Source: an optimization exercise on an open RTL-to-GDS flow (aim: small area). Production flows keep margins and buffers that such runs may drop.
In this exercise RTL edits were held to simulation tests only and were not proved equivalent to the original.
No activity file was given, so power comes from the tool's default toggle rates.

==> inputs of job 9303 <==
==> flow/design.v <==
`timescale 1ns/1ns
`default_nettype none
module wb_cycle_decoder (
	input wire logic clk_i,
	input wire logic reset_i,
	input wire logic cyc_i,
	input wire logic stb_i,
	input wire logic we_i,
	input wire logic [31:0] adr_i,
	input wire logic [2:0] cti_i,
	input wire logic [3:0] sel_i,
	input wire logic [31:0] dat_i,
	output logic ack_o,
	output logic err_o,
	output logic we_o,
	output logic [3:0] code_o,
	output logic [31:0] wdata_o,
	output logic [3:0] be_o
);
	localparam logic [3:0] C_IDLE = 4'd0;
	localparam logic [3:0] C_UNMAPPED = 4'd14;
	localparam logic [3:0] C_ERROR = 4'd15;
	logic req;
	logic burst_q;
	logic [3:0] code_q;
	logic [3:0] code_d;
	logic [3:0] map;
	logic [9:0] idx;
	logic bad;
	assign req = cyc_i & stb_i;
	assign idx = adr_i[11:2];
	always_comb begin
		map = C_UNMAPPED;
		if (idx[9:5] == 5'd0) begin
			if (!idx[4] && idx[3:0] != 4'd0 && idx[3:0] <= 4'd11)
				map = idx[3:0];
			else if (idx[4:1] == 4'b1000)
				map = {3'b110, idx[0]};
		end
	end
	always_comb begin
		case (cti_i)
			3'b000: bad = burst_q;
			3'b001, 3'b010, 3'b111: bad = 1'b0;
			default: bad = 1'b1;
		endcase
	end
	always_comb begin
		if (!req)
			code_d = C_IDLE;
		else if (bad)
			code_d = C_ERROR;
		else
			code_d = map;
	end
	always_ff @(posedge clk_i) begin
		if (reset_i) begin
			code_q <= C_IDLE;
			burst_q <= 1'b0;
		end else begin
			code_q <= code_d;
			burst_q <= req & ~cti_i[2] & (cti_i[1] ^ cti_i[0]);
		end
	end
	always_ff @(posedge clk_i) begin
		we_o <= we_i;
		wdata_o <= dat_i;
		be_o <= sel_i;
	end
	assign ack_o = (code_q != C_IDLE);
	assign err_o = (code_q == C_ERROR);
	assign code_o = code_q;
endmodule
`default_nettype wire
`timescale 1ns/1ns
`default_nettype none
module dma_ctrl_regs (
	input wire logic clk_i,
	input wire logic reset_i,
	input wire logic we_i,
	input wire logic [3:0] code_i,
	input wire logic [31:0] wdata_i,
	input wire logic [3:0] be_i,
	input wire logic dma_in_use_i,
	input wire logic [31:0] transfer_size_i,
	input wire logic transfer_size_valid_i,
	input wire logic [7:0] stat_i,
	input wire logic stat_valid_i,
	output logic [31:0] rdata_o,
	output logic [15:0] ctrl_o,
	output logic [15:0] watch_dog_cnt_o,
	output logic [31:0] dmaadr_o,
	output logic [31:0] dmalen_o
);
	logic [31:0] control_q;
	logic [31:0] dmaadr_q;
	logic [31:0] dmalen_q;
	logic [31:0] xfer_size_q;
	logic [7:0] stat_q;
	logic wr_ctl, wr_adr, wr_len;
	logic [3:0] ld_ctl, ld_adr, ld_len, hd_ctl, hd_adr, hd_len;
	logic ld_c31, hd_c31, ld_x, hd_x, ld_s, hd_s;
	assign wr_ctl = we_i && code_i == 4'd1;
	assign wr_adr = we_i && code_i == 4'd2 && !dma_in_use_i;
	assign wr_len = we_i && code_i == 4'd3 && !dma_in_use_i;
	always_comb begin
		for (int i = 0; i < 4; i++) begin
			ld_ctl[i] = !reset_i && wr_ctl && !dma_in_use_i && be_i[i];
			ld_adr[i] = !reset_i && wr_adr && be_i[i];
			ld_len[i] = !reset_i && wr_len && be_i[i];
			hd_ctl[i] = !reset_i && !(wr_ctl && !dma_in_use_i && be_i[i]);
			hd_adr[i] = !reset_i && !(wr_adr && be_i[i]);
			hd_len[i] = !reset_i && !(wr_len && be_i[i]);
		end
	end
	assign ld_c31 = !reset_i && wr_ctl && be_i[3];
	assign hd_c31 = !reset_i && !(wr_ctl && be_i[3]);
	assign ld_x = !reset_i && transfer_size_valid_i;
	assign hd_x = !reset_i && !transfer_size_valid_i;
	assign ld_s = !reset_i && stat_valid_i;
	assign hd_s = !reset_i && !stat_valid_i;
	always_ff @(posedge clk_i) begin
		for (int i = 0; i < 4; i++) begin
			for (int b = 0; b < 8; b++) begin
				if (8*i + b == 31)
					control_q[31] <= (ld_c31 & wdata_i[31]) | (hd_c31 & control_q[31]);
				else
					control_q[8*i + b] <= (ld_ctl[i] & wdata_i[8*i + b]) | (hd_ctl[i] & control_q[8*i + b]);
				dmaadr_q[8*i + b] <= (ld_adr[i] & wdata_i[8*i + b]) | (hd_adr[i] & dmaadr_q[8*i + b]);
				dmalen_q[8*i + b] <= (ld_len[i] & wdata_i[8*i + b]) | (hd_len[i] & dmalen_q[8*i + b]);
			end
		end
		xfer_size_q <= ({32{ld_x}} & transfer_size_i) | ({32{hd_x}} & xfer_size_q);
		stat_q <= ({8{ld_s}} & stat_i) | ({8{hd_s}} & stat_q);
	end
	always_comb begin
		rdata_o = ({32{code_i == 4'd1}} & control_q)
			| ({32{code_i == 4'd2}} & dmaadr_q)
			| ({32{code_i == 4'd3}} & dmalen_q)
			| ({32{code_i == 4'd4}} & xfer_size_q)
			| ({32{code_i == 4'd5}} & {16'd0, dma_in_use_i, 7'd0, stat_q});
	end
	assign ctrl_o = control_q[31:16];
	assign watch_dog_cnt_o = control_q[15:0];
	assign dmaadr_o = dmaadr_q;
	assign dmalen_o = dmalen_q;
endmodule
`default_nettype wire
`timescale 1ns/1ns
`default_nettype none
module fifo_watch #(
	parameter bit KIND = 1'b0,             
	parameter logic [27:0] MARK = 28'd4083,
	parameter logic [27:0] LIMIT = 28'd4084,
	parameter logic [3:0] STATUS_CODE = 4'd6,
	parameter logic [3:0] CTRL_CODE = 4'd7
) (
	input wire logic clk_i,
	input wire logic reset_i,
	input wire logic we_i,
	input wire logic [3:0] code_i,
	input wire logic [31:0] wdata_i,
	input wire logic [3:0] be_i,
	input wire logic [27:0] level_i,
	output logic [31:0] rdata_o,
	output logic int_o
);
	logic [31:0] ctrl_q;
	logic [31:0] status;
	logic flag_q;
	logic [3:0] ld, hd;
	if (KIND == 1'b0) begin : g_fill
		logic [25:0] level_q;
		always_ff @(posedge clk_i) begin
			flag_q <= (level_i > MARK);
			level_q <= level_i[25:0];
		end
		assign status = {flag_q, 3'b000, level_q, 2'b00};
	end else begin : g_drain
		localparam int SW = 11;   
		logic [27:0] slots;
		logic [SW-1:0] slots_q;
		assign slots = LIMIT - level_i;
		always_ff @(posedge clk_i) begin
			flag_q <= (level_i < MARK);
			slots_q <= (level_i > LIMIT) ? '0 : slots[SW-1:0];
		end
		assign status = {flag_q, 3'b000, {(26-SW){1'b0}}, slots_q, 2'b00};
	end
	always_comb begin
		for (int i = 0; i < 4; i++) begin
			ld[i] = !reset_i && we_i && code_i == CTRL_CODE && be_i[i];
			hd[i] = !reset_i && !(we_i && code_i == CTRL_CODE && be_i[i]);
		end
	end
	always_ff @(posedge clk_i) begin
		for (int i = 0; i < 4; i++)
			ctrl_q[8*i +: 8] <= ({8{ld[i]}} & wdata_i[8*i +: 8]) | ({8{hd[i]}} & ctrl_q[8*i +: 8]);
	end
	assign rdata_o = ({32{code_i == STATUS_CODE}} & status) | ({32{code_i == CTRL_CODE}} & ctrl_q);
	assign int_o = flag_q & ctrl_q[31];
endmodule
`default_nettype wire
`timescale 1ns/1ns
`default_nettype none
module wb_dma_regs_top #(
	parameter logic [27:0] DMA_FULL_MARK = 28'd4083,
	parameter logic [27:0] DMA_LIMIT = 28'd4084,
	parameter logic [27:0] RD_LIMIT = 28'd2040,
	parameter logic [27:0] RD_EMPTY_MARK = 28'd1
) (
	input wire logic clk_i,
	input wire logic reset_i,
	input wire logic cyc_i,
	input wire logic stb_i,
	input wire logic we_i,
	input wire logic [31:0] adr_i,
	input wire logic [2:0] cti_i,
	input wire logic [3:0] sel_i,
	input wire logic [31:0] dat_i,
	output logic [31:0] dat_o,
	output logic ack_o,
	output logic err_o,
	input wire logic dma_in_use_i,
	output logic [15:0] ctrl_o,
	output logic [15:0] watch_dog_cnt_o,
	output logic [31:0] dmaadr_o,
	output logic [31:0] dmalen_o,
	input wire logic [31:0] transfer_size_i,
	input wire logic transfer_size_valid_i,
	input wire logic [7:0] stat_i,
	input wire logic stat_valid_i,
	input wire logic [55:0] dma_fifo_cnt_i,
	output logic [1:0] dma_fifo_full_int_o,
	input wire logic [55:0] rd_fifo_length_i,
	output logic [1:0] rd_fifo_empty_int_o
);
	localparam int NUM_DMA_FIFO = 2;
	localparam int NUM_RD_FIFO = 2;
	logic we;
	logic [3:0] code;
	logic [31:0] wdata;
	logic [3:0] be;
	logic [31:0] ctrl_rdata;
	logic [31:0] dma_rdata [NUM_DMA_FIFO];
	logic [31:0] rd_rdata [NUM_RD_FIFO];
	wb_cycle_decoder u_decoder (
		.clk_i(clk_i),
		.reset_i(reset_i),
		.cyc_i(cyc_i),
		.stb_i(stb_i),
		.we_i(we_i),
		.adr_i(adr_i),
		.cti_i(cti_i),
		.sel_i(sel_i),
		.dat_i(dat_i),
		.ack_o(ack_o),
		.err_o(err_o),
		.we_o(we),
		.code_o(code),
		.wdata_o(wdata),
		.be_o(be)
	);
	dma_ctrl_regs u_ctrl (
		.clk_i(clk_i),
		.reset_i(reset_i),
		.we_i(we),
		.code_i(code),
		.wdata_i(wdata),
		.be_i(be),
		.dma_in_use_i(dma_in_use_i),
		.transfer_size_i(transfer_size_i),
		.transfer_size_valid_i(transfer_size_valid_i),
		.stat_i(stat_i),
		.stat_valid_i(stat_valid_i),
		.rdata_o(ctrl_rdata),
		.ctrl_o(ctrl_o),
		.watch_dog_cnt_o(watch_dog_cnt_o),
		.dmaadr_o(dmaadr_o),
		.dmalen_o(dmalen_o)
	);
	for (genvar i = 0; i < NUM_DMA_FIFO; i++) begin : g_dma_fifo
		fifo_watch #(
			.KIND(1'b0),
			.MARK(DMA_FULL_MARK),
			.LIMIT(DMA_LIMIT),
			.STATUS_CODE(i == 0 ? 4'd6 : 4'd12),
			.CTRL_CODE(i == 0 ? 4'd7 : 4'd13)
		) u_watch (
			.clk_i(clk_i),
			.reset_i(reset_i),
			.we_i(we),
			.code_i(code),
			.wdata_i(wdata),
			.be_i(be),
			.level_i(dma_fifo_cnt_i[28*i +: 28]),
			.rdata_o(dma_rdata[i]),
			.int_o(dma_fifo_full_int_o[i])
		);
	end
	for (genvar i = 0; i < NUM_RD_FIFO; i++) begin : g_rd_fifo
		fifo_watch #(
			.KIND(1'b1),
			.MARK(RD_EMPTY_MARK),
			.LIMIT(RD_LIMIT),
			.STATUS_CODE(i == 0 ? 4'd8 : 4'd10),
			.CTRL_CODE(i == 0 ? 4'd9 : 4'd11)
		) u_watch (
			.clk_i(clk_i),
			.reset_i(reset_i),
			.we_i(we),
			.code_i(code),
			.wdata_i(wdata),
			.be_i(be),
			.level_i(rd_fifo_length_i[28*i +: 28]),
			.rdata_o(rd_rdata[i]),
			.int_o(rd_fifo_empty_int_o[i])
		);
	end
	always_comb begin
		dat_o = ctrl_rdata;
		for (int i = 0; i < NUM_DMA_FIFO; i++)
			dat_o = dat_o | dma_rdata[i];
		for (int i = 0; i < NUM_RD_FIFO; i++)
			dat_o = dat_o | rd_rdata[i];
	end
endmodule
`default_nettype wire
==> flow/run.sh <==
#!/bin/bash
# synth_recipe.tcl (not shown) runs the flow's synth.tcl, then flattens the netlist and writes it again
# the make line also repeats each setting of config.mk as NAME=value (left out here)
make -C /OpenROAD-flow-scripts/flow DESIGN_CONFIG=/design/flow/config.mk WORK_HOME=/design/flow/orfs CLKGATE_MAP_FILE= SYNTH_SCRIPT=/design/flow/synth_recipe.tcl finish
==> flow/config.mk <==
export PLATFORM = sky130hd
export DESIGN_NAME = wb_dma_regs_top
export DESIGN_NICKNAME = wb_dma_regs_top
export VERILOG_FILES = /design/flow/design.v
export SDC_FILE = /design/flow/constraint.sdc
export NUM_CORES = 4
export LEC_CHECK = 0
export CAP_MARGIN = 20
export CORE_MARGIN = 2
export CORE_UTILIZATION = 40
export SLEW_MARGIN = 20
==> flow/constraint.sdc <==
create_clock -name core_clock -period 8.0 [get_ports {clk_i}]
set_input_delay 1.6000 -clock core_clock [delete_from_list [all_inputs] [get_ports {clk_i}]]
set_output_delay 1.6000 -clock core_clock [all_outputs]
set_load 0.01 [all_outputs]
==> inputs of job 4346, as changes to job 9303 <==
--- a/flow/design.v
+++ b/flow/design.v
@@ -10,6 +10,7 @@
 	input wire logic [2:0] cti_i,
 	input wire logic [3:0] sel_i,
 	input wire logic [31:0] dat_i,
+	input wire logic [25:0] status_i,     
 	output logic ack_o,
 	output logic err_o,
 	output logic we_o,
@@ -64,7 +65,7 @@
 	end
 	always_ff @(posedge clk_i) begin
 		we_o <= we_i;
-		wdata_o <= dat_i;
+		wdata_o <= we_i ? dat_i : {dat_i[31:28], status_i, dat_i[1:0]};
 		be_o <= sel_i;
 	end
 	assign ack_o = (code_q != C_IDLE);
@@ -97,48 +98,59 @@
 	logic [31:0] dmalen_q;
 	logic [31:0] xfer_size_q;
 	logic [7:0] stat_q;
+	logic xfer_seen_q;
+	logic stat_seen_q;
 	logic wr_ctl, wr_adr, wr_len;
-	logic [3:0] ld_ctl, ld_adr, ld_len, hd_ctl, hd_adr, hd_len;
-	logic ld_c31, hd_c31, ld_x, hd_x, ld_s, hd_s;
+	logic [31:0] wd;
+	logic [3:0] ld_ctl, ld_adr, ld_len;
+	logic ld_c31;
 	assign wr_ctl = we_i && code_i == 4'd1;
 	assign wr_adr = we_i && code_i == 4'd2 && !dma_in_use_i;
 	assign wr_len = we_i && code_i == 4'd3 && !dma_in_use_i;
+	assign wd = reset_i ? 32'd0 : wdata_i;
 	always_comb begin
 		for (int i = 0; i < 4; i++) begin
-			ld_ctl[i] = !reset_i && wr_ctl && !dma_in_use_i && be_i[i];
-			ld_adr[i] = !reset_i && wr_adr && be_i[i];
-			ld_len[i] = !reset_i && wr_len && be_i[i];
-			hd_ctl[i] = !reset_i && !(wr_ctl && !dma_in_use_i && be_i[i]);
-			hd_adr[i] = !reset_i && !(wr_adr && be_i[i]);
-			hd_len[i] = !reset_i && !(wr_len && be_i[i]);
+			ld_ctl[i] = reset_i || (wr_ctl && !dma_in_use_i && be_i[i]);
+			ld_adr[i] = reset_i || (wr_adr && be_i[i]);
+			ld_len[i] = reset_i || (wr_len && be_i[i]);
 		end
 	end
-	assign ld_c31 = !reset_i && wr_ctl && be_i[3];
-	assign hd_c31 = !reset_i && !(wr_ctl && be_i[3]);
-	assign ld_x = !reset_i && transfer_size_valid_i;
-	assign hd_x = !reset_i && !transfer_size_valid_i;
-	assign ld_s = !reset_i && stat_valid_i;
-	assign hd_s = !reset_i && !stat_valid_i;
+	assign ld_c31 = reset_i || (wr_ctl && be_i[3]);
 	always_ff @(posedge clk_i) begin
 		for (int i = 0; i < 4; i++) begin
 			for (int b = 0; b < 8; b++) begin
-				if (8*i + b == 31)
-					control_q[31] <= (ld_c31 & wdata_i[31]) | (hd_c31 & control_q[31]);
-				else
-					control_q[8*i + b] <= (ld_ctl[i] & wdata_i[8*i + b]) | (hd_ctl[i] & control_q[8*i + b]);
-				dmaadr_q[8*i + b] <= (ld_adr[i] & wdata_i[8*i + b]) | (hd_adr[i] & dmaadr_q[8*i + b]);
-				dmalen_q[8*i + b] <= (ld_len[i] & wdata_i[8*i + b]) | (hd_len[i] & dmalen_q[8*i + b]);
+				if (8*i + b == 31) begin
+					if (ld_c31) control_q[31] <= wd[31];
+				end else begin
+					if (ld_ctl[i]) control_q[8*i + b] <= wd[8*i + b];
+				end
+				if (ld_adr[i]) dmaadr_q[8*i + b] <= wd[8*i + b];
+				if (ld_len[i]) dmalen_q[8*i + b] <= wd[8*i + b];
 			end
 		end
-		xfer_size_q <= ({32{ld_x}} & transfer_size_i) | ({32{hd_x}} & xfer_size_q);
-		stat_q <= ({8{ld_s}} & stat_i) | ({8{hd_s}} & stat_q);
+	end
+	always_ff @(posedge clk_i) begin
+		if (reset_i) begin
+			xfer_seen_q <= 1'b0;
+			stat_seen_q <= 1'b0;
+		end else begin
+			xfer_seen_q <= xfer_seen_q | transfer_size_valid_i;
+			stat_seen_q <= stat_seen_q | stat_valid_i;
+		end
+	end
+	always_ff @(posedge clk_i) begin
+		if (transfer_size_valid_i)
+			xfer_size_q <= transfer_size_i;
+		if (stat_valid_i)
+			stat_q <= stat_i;
 	end
 	always_comb begin
 		rdata_o = ({32{code_i == 4'd1}} & control_q)
 			| ({32{code_i == 4'd2}} & dmaadr_q)
 			| ({32{code_i == 4'd3}} & dmalen_q)
-			| ({32{code_i == 4'd4}} & xfer_size_q)
-			| ({32{code_i == 4'd5}} & {16'd0, dma_in_use_i, 7'd0, stat_q});
+			| ({32{code_i == 4'd4 && xfer_seen_q}} & xfer_size_q)
+			| ({32{code_i == 4'd5}} & {16'd0, dma_in_use_i, 7'd0, 8'd0})
+			| ({32{code_i == 4'd5 && stat_seen_q}} & {24'd0, stat_q});
 	end
 	assign ctrl_o = control_q[31:16];
 	assign watch_dog_cnt_o = control_q[15:0];
@@ -151,7 +163,6 @@
 module fifo_watch #(
 	parameter bit KIND = 1'b0,             
 	parameter logic [27:0] MARK = 28'd4083,
-	parameter logic [27:0] LIMIT = 28'd4084,
 	parameter logic [3:0] STATUS_CODE = 4'd6,
 	parameter logic [3:0] CTRL_CODE = 4'd7
 ) (
@@ -166,40 +177,50 @@
 	output logic int_o
 );
 	logic [31:0] ctrl_q;
-	logic [31:0] status;
 	logic flag_q;
-	logic [3:0] ld, hd;
-	if (KIND == 1'b0) begin : g_fill
-		logic [25:0] level_q;
-		always_ff @(posedge clk_i) begin
+	logic [3:0] ld;
+	always_ff @(posedge clk_i) begin
+		if (KIND == 1'b0)
 			flag_q <= (level_i > MARK);
-			level_q <= level_i[25:0];
-		end
-		assign status = {flag_q, 3'b000, level_q, 2'b00};
-	end else begin : g_drain
-		localparam int SW = 11;   
-		logic [27:0] slots;
-		logic [SW-1:0] slots_q;
-		assign slots = LIMIT - level_i;
-		always_ff @(posedge clk_i) begin
+		else
 			flag_q <= (level_i < MARK);
-			slots_q <= (level_i > LIMIT) ? '0 : slots[SW-1:0];
-		end
-		assign status = {flag_q, 3'b000, {(26-SW){1'b0}}, slots_q, 2'b00};
 	end
 	always_comb begin
-		for (int i = 0; i < 4; i++) begin
-			ld[i] = !reset_i && we_i && code_i == CTRL_CODE && be_i[i];
-			hd[i] = !reset_i && !(we_i && code_i == CTRL_CODE && be_i[i]);
-		end
+		for (int i = 0; i < 4; i++)
+			ld[i] = reset_i || (we_i && code_i == CTRL_CODE && be_i[i]);
 	end
 	always_ff @(posedge clk_i) begin
 		for (int i = 0; i < 4; i++)
-			ctrl_q[8*i +: 8] <= ({8{ld[i]}} & wdata_i[8*i +: 8]) | ({8{hd[i]}} & ctrl_q[8*i +: 8]);
+			if (ld[i])
+				ctrl_q[8*i +: 8] <= reset_i ? 8'd0 : wdata_i[8*i +: 8];
 	end
-	assign rdata_o = ({32{code_i == STATUS_CODE}} & status) | ({32{code_i == CTRL_CODE}} & ctrl_q);
+	assign rdata_o = ({32{code_i == STATUS_CODE}} & {flag_q, 31'd0}) | ({32{code_i == CTRL_CODE}} & ctrl_q);
 	assign int_o = flag_q & ctrl_q[31];
 endmodule
+module fifo_status_capture #(
+	parameter logic [27:0] RD_LIMIT = 28'd2040
+) (
+	input wire logic [9:0] idx_i,          
+	input wire logic [55:0] dma_level_i,
+	input wire logic [55:0] rd_level_i,
+	output logic [25:0] level_o            
+);
+	localparam int SW = 11;   
+	logic [27:0] rd_level;
+	logic [27:0] slots;
+	logic [25:0] level_d;
+	assign rd_level = idx_i[1] ? rd_level_i[55:28] : rd_level_i[27:0];
+	assign slots = RD_LIMIT - rd_level;
+	always_comb begin
+		if (idx_i[3])
+			level_d = (rd_level > RD_LIMIT) ? 26'd0 : {{(26-SW){1'b0}}, slots[SW-1:0]};
+		else if (idx_i[4])
+			level_d = dma_level_i[53:28];
+		else
+			level_d = dma_level_i[25:0];
+	end
+	assign level_o = level_d;
+endmodule
 `default_nettype wire
 `timescale 1ns/1ns
 `default_nettype none
@@ -244,6 +265,8 @@
 	logic [31:0] ctrl_rdata;
 	logic [31:0] dma_rdata [NUM_DMA_FIFO];
 	logic [31:0] rd_rdata [NUM_RD_FIFO];
+	logic [25:0] fifo_level_d;
+	logic [25:0] fifo_level;
 	wb_cycle_decoder u_decoder (
 		.clk_i(clk_i),
 		.reset_i(reset_i),
@@ -254,6 +277,7 @@
 		.cti_i(cti_i),
 		.sel_i(sel_i),
 		.dat_i(dat_i),
+		.status_i(fifo_level_d),
 		.ack_o(ack_o),
 		.err_o(err_o),
 		.we_o(we),
@@ -283,7 +307,6 @@
 		fifo_watch #(
 			.KIND(1'b0),
 			.MARK(DMA_FULL_MARK),
-			.LIMIT(DMA_LIMIT),
 			.STATUS_CODE(i == 0 ? 4'd6 : 4'd12),
 			.CTRL_CODE(i == 0 ? 4'd7 : 4'd13)
 		) u_watch (
@@ -302,7 +325,6 @@
 		fifo_watch #(
 			.KIND(1'b1),
 			.MARK(RD_EMPTY_MARK),
-			.LIMIT(RD_LIMIT),
 			.STATUS_CODE(i == 0 ? 4'd8 : 4'd10),
 			.CTRL_CODE(i == 0 ? 4'd9 : 4'd11)
 		) u_watch (
@@ -317,8 +339,21 @@
 			.int_o(rd_fifo_empty_int_o[i])
 		);
 	end
+	fifo_status_capture #(
+		.RD_LIMIT(RD_LIMIT)
+	) u_status (
+		.idx_i(adr_i[11:2]),
+		.dma_level_i(dma_fifo_cnt_i),
+		.rd_level_i(rd_fifo_length_i),
+		.level_o(fifo_level_d)
+	);
+	assign fifo_level = wdata[27:2];
 	always_comb begin
 		dat_o = ctrl_rdata;
+		if (code == 4'd6 || code == 4'd12)
+			dat_o[27:2] = dat_o[27:2] | fifo_level;
+		else if (code == 4'd8 || code == 4'd10)
+			dat_o[12:2] = dat_o[12:2] | fifo_level[10:0];
 		for (int i = 0; i < NUM_DMA_FIFO; i++)
 			dat_o = dat_o | dma_rdata[i];
 		for (int i = 0; i < NUM_RD_FIFO; i++)
==> flow/flow/run.sh (new file) <==
#!/bin/bash
# The standard layout (standard.sh: standard synthesis, floorplan, place, CTS,
# route), with two changes to how the layout is made:
#  - each port's buffer is the smallest buffer cell, sky130_fd_sc_hd__buf_1
#  - after placement's repair_design, cells with slack to spare are downsized
#  - CTS clusters up to 20 flip-flops per clkbuf_16 and adds no dummy loads
set -euo pipefail
cat >> config.mk <<EOC
export BUFFER_PORTS_ARGS = -buffer_cell sky130_fd_sc_hd__buf_1
export CTS_ARGS = -sink_clustering_enable -repair_clock_nets -dont_use_dummy_load -buf_list sky130_fd_sc_hd__clkbuf_16 -sink_clustering_size 20 -sink_clustering_max_diameter 60
export POST_RESIZE_TCL = $(pwd)/flow/recover_area.tcl
EOC
bash standard.sh > standard.log 2>&1
==> flow/flow/recover_area.tcl (new file) <==
# After repair_design: downsize cells on paths with timing slack to spare
log_cmd repair_timing -recover_power 100
==> flow/standard.sh (new file) <==
#!/bin/bash
# synth_recipe.tcl (not shown) runs the flow's synth.tcl, then flattens the netlist and writes it again
# the make line also repeats each setting of config.mk as NAME=value (left out here)
make -C /OpenROAD-flow-scripts/flow DESIGN_CONFIG=/design/flow/config.mk WORK_HOME=/design/flow/orfs CLKGATE_MAP_FILE= SYNTH_SCRIPT=/design/flow/synth_recipe.tcl "${@:-finish}"
Settings changed: BUFFER_PORTS_ARGS from default to -buffer_cell sky130_fd_sc_hd__buf_1, CORE_UTILIZATION 40 to 60, CTS_ARGS from default to -sink_clustering_enable -repair_clock_nets -dont_use_dummy_load -buf_list sky130_fd_sc_hd__clkbuf_16 -sink_clustering_size 20 -sink_clustering_max_diameter 60, POST_RESIZE_TCL from default to /design/flow/flow/recover_area.tcl.
removed: flow/run.sh
==> qor summary <==
| item | job 9303 | job 4346 |
|---|---|---|
| Run status | finished clean | finished clean |
| Top layer used by detailed routing | met5 | met4 |
| Top fanout value on the critical path | 39 | 21 |
| Distinct cell type count after synthesis | 60 | 50 |
| Average wire length per cell after detail routing | 23.57 µm | 24.06 µm |
| Cell internal pwr | 3.192 mW | 2.452 mW |
| Final clock skew | 18.10 ps | 42.64 ps |
| Starting Density | 40.80% | 61.66% |
| Final cell area excluding filler cells | 20010 µm² | 14670 µm² |
| Portion of the layout cell area used by non-clock buffers | 17.75% | 9.852% |
| Commonest register cell after synthesis | dfxtp_1 | edfxtp_1 |
| Overall fraction of global-route tracks in use | 26.64% | 30.68% |
| Cell depth of the worst setup path | 6 | 7 |
| Cells on worst reg2reg path | 5 | 4 |
| Total power density per cell area | 205.3 nW/µm² | 215.0 nW/µm² |
| Proportion of synthesized chip area in sequential cells | 51.34% | 70.79% |
| Power in combinational cells | 0.264 mW | 0.263 mW |

static timing again, ports no longer ideal:
No port has a modelled driver above. Below, the same layouts with a new extraction and two added sets of constraints.
Step 1 assumes that a clkbuf_16 drives the clock port and a buf_2 every other input.
Step 2, shift: input delay + t, output delay - t, t = (earliest + latest rising clock arrival at the registers) / 2. This alone moves slack from input paths to output paths.
a / b / c = no drivers / after step 1 / after step 2; a / b = the first two.
run | t, ns | setup WS [ns] | latest minus earliest clock arrival (ns) | cell pins on the clock port's net
job 9303 | 0.575 | 2.425 / 2.368 / 2.944 | 0.019 / 0.019 | 1
job 4346 | 0.542 | 2.960 / 2.908 / 3.450 | 0.054 / 0.054 | 1
After both steps setup and hold are still met in every run listed.
